Context: an optimization exercise on an open-source flow, tuned for small area. The choices shown serve that exercise and are no tape-out recipe. Only simulation tests tie the RTL to the original design; equivalence was not proved. Power and IR drop assume default switching activity.

===== design/flow/config.mk =====
export PLATFORM = sky130hd
export DESIGN_NAME = reg_file_sweep
export DESIGN_NICKNAME = reg_file_sweep
export VERILOG_FILES = /design/flow/design.v
export SDC_FILE = /design/flow/constraint.sdc
export NUM_CORES = 4
export LEC_CHECK = 0
export CAP_MARGIN = 20
export CORE_MARGIN = 2
export CORE_UTILIZATION = 30
export PLACE_DENSITY = 0.5
export SLEW_MARGIN = 20

===== design/flow/constraint.sdc =====
create_clock -name core_clock -period 8.0 [get_ports {clk}]
set_input_delay 1.6000 -clock core_clock [delete_from_list [all_inputs] [get_ports {clk}]]
set_output_delay 1.6000 -clock core_clock [all_outputs]
set_load 0.01 [all_outputs]

===== design/flow/design.v =====
package reg_file_pkg;
   typedef enum logic {
      IDLE  = 1'b0,
      SWEEP = 1'b1
   } state_t;
   localparam int DEF_WIDTH = 32;
   localparam int DEF_DEPTH = 16;
   localparam int R0_IDX    = 0;
endpackage
module reg_file_read_port
#(
   parameter int WIDTH   = reg_file_pkg::DEF_WIDTH,
   parameter int DEPTH   = reg_file_pkg::DEF_DEPTH,
   parameter int ADDR_W  = $clog2(DEPTH),
   parameter int R0_ZERO = 1,
   parameter int BYPASS  = 1
) (
   input  logic [ADDR_W-1:0] addr,
   input  logic [WIDTH-1:0]  stored,
   input  logic              wr_fire,
   input  logic [ADDR_W-1:0] wr_addr,
   input  logic [WIDTH-1:0]  wr_data,
   output logic [WIDTH-1:0]  data
);
   logic in_range;
   logic is_r0;
   assign in_range = int'(addr) < DEPTH;
   assign is_r0    = (R0_ZERO != 0) && (addr == ADDR_W'(reg_file_pkg::R0_IDX));
   always_comb begin
      data = stored;
      if ((BYPASS != 0) && wr_fire && (addr == wr_addr)) begin
         data = wr_data;
      end
      if (is_r0 || !in_range) begin
         data = '0;
      end
   end
endmodule
module reg_file_sweep
#(
   parameter int WIDTH   = reg_file_pkg::DEF_WIDTH,
   parameter int DEPTH   = reg_file_pkg::DEF_DEPTH,
   parameter int ADDR_W  = $clog2(DEPTH),
   parameter int R0_ZERO = 1,
   parameter int BYPASS  = 1
) (
   input  logic              clk,
   input  logic              clr,
   input  logic              wr_en,
   input  logic [ADDR_W-1:0] wr_addr,
   input  logic [WIDTH-1:0]  wr_data,
   input  logic [ADDR_W-1:0] rd_addr_a,
   output logic [WIDTH-1:0]  rd_data_a,
   input  logic [ADDR_W-1:0] rd_addr_b,
   output logic [WIDTH-1:0]  rd_data_b,
   input  logic              bulk_clr_req,
   output logic              busy,
   output logic              wr_drop,
   output reg_file_pkg::state_t fsm_state
);
   localparam logic [ADDR_W-1:0] LAST = ADDR_W'(DEPTH - 1);
   logic [WIDTH-1:0]  mem [DEPTH];
   reg_file_pkg::state_t            state;
   reg_file_pkg::state_t            state_next;
   logic [ADDR_W-1:0] ptr;
   logic [ADDR_W-1:0] ptr_next;
   logic              idle;
   logic              wr_in_range;
   logic              wr_is_r0;
   logic              wr_fire;
   logic              drop_next;
   assign idle        = (state == reg_file_pkg::IDLE);
   assign wr_in_range = int'(wr_addr) < DEPTH;
   assign wr_is_r0    = (R0_ZERO != 0) && (wr_addr == ADDR_W'(reg_file_pkg::R0_IDX));
   assign wr_fire     = wr_en && idle && wr_in_range && !wr_is_r0;
   assign drop_next   = wr_en && !wr_fire && !(wr_is_r0 && idle);
   assign busy      = (state == reg_file_pkg::SWEEP);
   assign fsm_state = state;
   always_comb begin
      state_next = state;
      ptr_next   = ptr;
      case (state)
         reg_file_pkg::IDLE: begin
            if (bulk_clr_req) begin
               state_next = reg_file_pkg::SWEEP;
               ptr_next   = '0;
            end
         end
         reg_file_pkg::SWEEP: begin
            if (ptr == LAST) begin
               state_next = reg_file_pkg::IDLE;
               ptr_next   = '0;
            end else begin
               ptr_next = ptr + 1'b1;
            end
         end
         default: begin
            state_next = reg_file_pkg::IDLE;
            ptr_next   = '0;
         end
      endcase
   end
   always_ff @(posedge clk or negedge clr) begin
      if (!clr) begin
         state   <= reg_file_pkg::IDLE;
         ptr     <= '0;
         wr_drop <= 1'b0;
      end else begin
         state   <= state_next;
         ptr     <= ptr_next;
         wr_drop <= drop_next;
      end
   end
   always_ff @(posedge clk or negedge clr) begin
      if (!clr) begin
         for (int i = 0; i < DEPTH; i++) begin
            mem[i] <= '0;
         end
      end else begin
         if (wr_fire) begin
            mem[wr_addr] <= wr_data;
         end
         if (state == reg_file_pkg::SWEEP) begin
            mem[ptr] <= '0;
         end
      end
   end
   reg_file_read_port #(
      .WIDTH(WIDTH), .DEPTH(DEPTH), .ADDR_W(ADDR_W),
      .R0_ZERO(R0_ZERO), .BYPASS(BYPASS)
   ) u_port_a (
      .addr(rd_addr_a), .stored(mem[rd_addr_a]), .wr_fire(wr_fire),
      .wr_addr(wr_addr), .wr_data(wr_data), .data(rd_data_a)
   );
   reg_file_read_port #(
      .WIDTH(WIDTH), .DEPTH(DEPTH), .ADDR_W(ADDR_W),
      .R0_ZERO(R0_ZERO), .BYPASS(BYPASS)
   ) u_port_b (
      .addr(rd_addr_b), .stored(mem[rd_addr_b]), .wr_fire(wr_fire),
      .wr_addr(wr_addr), .wr_data(wr_data), .data(rd_data_b)
   );
endmodule

===== design/flow/run.sh =====
#!/bin/bash
# synth_recipe.tcl (not shown) runs the flow's synth.tcl, then flattens the netlist and writes it again
# the make line also repeats each setting of config.mk as NAME=value (left out here)
make -C /OpenROAD-flow-scripts/flow DESIGN_CONFIG=/design/flow/config.mk WORK_HOME=/design/flow/orfs CLKGATE_MAP_FILE= SYNTH_SCRIPT=/design/flow/synth_recipe.tcl finish

==> run_results.csv <==
group,metric,value,unit
status,status,"no timing/DRC/antenna violations",
drt,first_iter_violations,5670,
synthesis,synth_nets,3514,
clock_tree,clock-root-buffer,"clkbuf_16",
grt,antenna_found_initial,16,
synthesis,synth_warnings,4,
clock_tree,clk_pin_slew,0.06,ns
clock_tree,worstSkewPairLatency,0.67,ns
synthesis,synthArstFlopShare,100,%
place,dp.final_hpwl,109000,microns
synthesis,syn_inst,3462,
die,rows,112,
final_layout,design_area,33100,sq um
clock_tree,cts_sinks,486,
drt,viasPerCell,6.68,
synthesis,synth_area,28400,sq um
pwr,power-per-cell-area,248,nW/um^2
clock_tree,cts_made_buffers,57,
die,dieArea,97200,sq um
setup_path,crit_type,"in -> out",
drt,drt_first_pass_iters,9,
die,fp.dieW,312,microns
drt,drc,0,
timing,clock.fmax,0.148,GHz
drt,wl_per_cell,37.7,microns
timing,relSlewSlack,12.4,%
clock_tree,ctsHtreeMaxLevel,2,
pwr,leakagePower,13.0,nW
timing,maxSlewViolCount,0,
worst_hold_path,hold_path.class,"reg -> reg",
synthesis,synth_edf_count,0,
setup_path,worst_setup_path_end_kind,"output pin",
grt,grt_max_degree,144,
timing,hold_slack,0.546,ns
timing,hold_violations,0,
final_layout,fin_util,35.4,%
synthesis,ys_types,82,
clock_tree,post-cts-setup-buffer-count,0,
die,die-height,312,microns
setup_path,critPathSlowestCell,"clkdlybuf4s50_1",
job,maxCapViolCount,0,
drt,wirelength,179000,microns
synthesis,ys_seq_area_share,42.8,%
place,gp_congestion,1.01,
timing,period_share,84.6,%
place,port_buffers,114,
drt,postRouteAntennaNets,0,
setup_path,crit_path_start_kind,"input port",
setup_path,worstPathArrival,5.17,ns
setup_path,path_cells,"clkdlybuf4s50_1, nor2_1, a2111oi_4, nand3_4, buf_4, nor2_1, a31oi_1, clkdlybuf4s50_1",
die,fp.coreArea,93600,sq um
timing,finalSetupViolCount,0,
synthesis,synth_seq_cells,486,
timing,rsz0062_at_grt,"false",
die,initial_core_util,30.4,%
timing,tns,0,ns
grt,grt.overflow.total,0,
grt,grt_pass1_vias,29400,
timing,skew,0.0202,ns
synthesis,syn_avg_cell_area,8.21,sq um
drt,vias,31700,
clock_tree,clockBufferDepth,3,
clock_tree,ctsResizeCount,0,
clock_tree,postCtsHoldBufs,0,
die,ios,115,
final_layout,area_growth,16.6,%
synthesis,ys.flop_type,"dfrtp_1",
final_layout,nFillCells,9770,
setup_path,critical_path.max_fanout,22,
setup_path,slowest_delay,0.69,ns
pwr,vdd_ir_drop_max,0.000191,V
clock_tree,cts_tree,"yes",
timing,post-route-min-period,6.77,ns
place,place_area,31000,sq um
final_layout,drive_gt1_share,12.2,%
setup_path,required,6.40,ns
grt,grt_pass1_wl,244000,microns
timing,tightest_slew,1.31,ns
grt,track_usage,35.5,%
final_layout,final_net_count,3484,
## through the flow
stage               total power, W  instances  setup slack [ns]
floorplan                  0.00416       3462              3.43
finish                     0.00821       4748              1.23
global placement           0.00520       4625              1.40
detailed placement         0.00521       4625              1.38
global route               0.00838       4737              1.17
CTS                        0.00809       4730              1.36
## state kept, by name, summed over array words and instances (netlist names)
signal   count
mem        480
ptr          4
state        1
wr_drop      1
## final timing paths
check                           cells after the start  slack [ns]               endpoint             startpoint
worst min-delay path                                2        0.55  mem[11][30]$_DFF_PN0_  mem[11][30]$_DFF_PN0_
worst max-delay path                                8        1.23          rd_data_b[30]             wr_addr[1]
max in group asynchronous                           2        5.82   mem[9][25]$_DFF_PN0_                    clr
worst min register to register                      2        0.55  mem[11][30]$_DFF_PN0_  mem[11][30]$_DFF_PN0_
worst max register to register                      6        4.78  mem[11][28]$_DFF_PN0_        state$_DFF_PN0_
min in group asynchronous                           1        0.90     ptr[3]$_DFFE_PN0P_                    clr
## report_power, final
part	leakage, nW	total (W)	internal, W	switching [W]
logic	5.23	0.00201	0.000628	0.00138
registers	6.74	0.00329	0.00285	0.000444
clock network	0.984	0.00291	0.00172	0.00119
## routing by layer
| metal | wire length [microns] | global-route usage [%] | share of wire (%) | vias up |
|---|---|---|---|---|
| met1 | 65100 | 44.7 | 36 | 15400 |
| li1 | - | - | - | 12300 |
| met4 | 16400 | 26.0 | 9.2 | 18 |
| met5 | 148 | 0.395 | 0.083 | - |
| met3 | 26000 | 13.7 | 15 | 958 |
| met2 | 71200 | 48.9 | 40 | 3074 |
## kinds of logic (layout without fill, tap and decap cells)
kind of cell	after synthesis	count (layout)	synth area share, %
flip-flops	486	486	42.8
adder cells (fa/ha/maj)	4	4	0.176
XOR/XNOR	9	9	0.277
other	0	16	0
AND/OR/NAND/NOR	1334	1334	19.4
multiplexers	136	136	5.27
AO/OA/AOI/OAI	1118	1118	26.0
buffers and inverters	375	391	6.10
## synth_stat cells (all sizes together), types with 22 or more instances
| cell type | instances | area (sq um) |
|---|---|---|
| mux2i | 74 | 741 |
| nor2 | 125 | 477 |
| a22o | 71 | 622 |
| buf | 132 | 820 |
| o21ai | 39 | 195 |
| dfrtp | 486 | 12200 |
| nand2 | 1047 | 3930 |
| o22ai | 40 | 250 |
| nor3 | 25 | 135 |
| mux2 | 57 | 646 |
| clkbuf | 233 | 877 |
| nor2b | 28 | 190 |
| a21oi | 517 | 2590 |
| a22oi | 151 | 1130 |
| o221ai | 23 | 201 |
| a32o | 22 | 220 |
| a221oi | 55 | 500 |
| nand3 | 28 | 150 |
| a31oi | 42 | 263 |
| a32oi | 47 | 412 |
## worst max-delay path, delay by kind of cell
kind | cells | cell delay (ns)
AO/OA/AOI/OAI | 2 | 0.83
buffers and inverters | 3 | 1.72
AND/OR/NAND/NOR | 3 | 0.99
## area by class of cell
cell class	count	area, sq um	share of cell area, %
clock buffers	79	1640	4.95
flip-flops and latches	486	12200	36.7
clock inverters	26	397	1.20
diodes	16	40.0	0.121
inverters	10	37.5	0.113
well taps	1254	1570	4.73
repair buffers	276	2420	7.29
multi-input cells	2601	14900	44.9
## placed cells by master (no fill, tap or decap), types with 9 or more instances in the layout
cell,synthesis,layout
nor3_1,23,20
bufinv_16,0,9
mux2_2,56,56
a222oi_1,13,13
and3b_1,10,10
clkbuf_16,0,57
o21ai_0,37,37
a31oi_1,42,42
nand2_1,1047,1036
clkbuf_8,0,13
o22a_1,12,12
a22oi_1,151,151
nand3_1,26,22
o221ai_1,23,23
nor2_1,122,92
clkdlybuf4s50_1,0,105
nor2_4,0,25
diode_2,0,16
o32ai_1,13,13
a221oi_1,52,52
nand2b_1,15,15
a21oi_1,517,517
o22ai_1,40,40
nor2b_2,3,14
a32o_1,22,22
nand2_2,0,11
a211oi_1,14,14
and2_1,10,10
mux2i_1,74,74
dfrtp_1,486,486
buf_4,32,163
clkbuf_1,231,9
a32oi_1,47,47
nor2b_1,24,12
a22o_1,71,71

[re-timing with driven ports]
How much do the figures lean on ideal ports? The routed layout below was timed once more, with nothing changed but the port constraints.
Step 1, drivers: a clkbuf_16 drives clk and a buf_2 each remaining input, both assumed.
Step 2, shift: input delay + t, output delay - t, t = (earliest + latest rising clock arrival at the registers) / 2. This alone moves slack from input paths to output paths.
Slacks: ideal / step 1 / step 2; pairs: ideal / step 1.
t (ns): 0.721
setup WS [ns]: 1.229 / 1.208 / 1.208
slew at the worst register clock pin (ns): 0.07 / 0.07
After both steps this run still meets setup and hold. For this run, drivers alone change the setup slack by -0.021 ns; drivers and shift together by -0.021 ns.
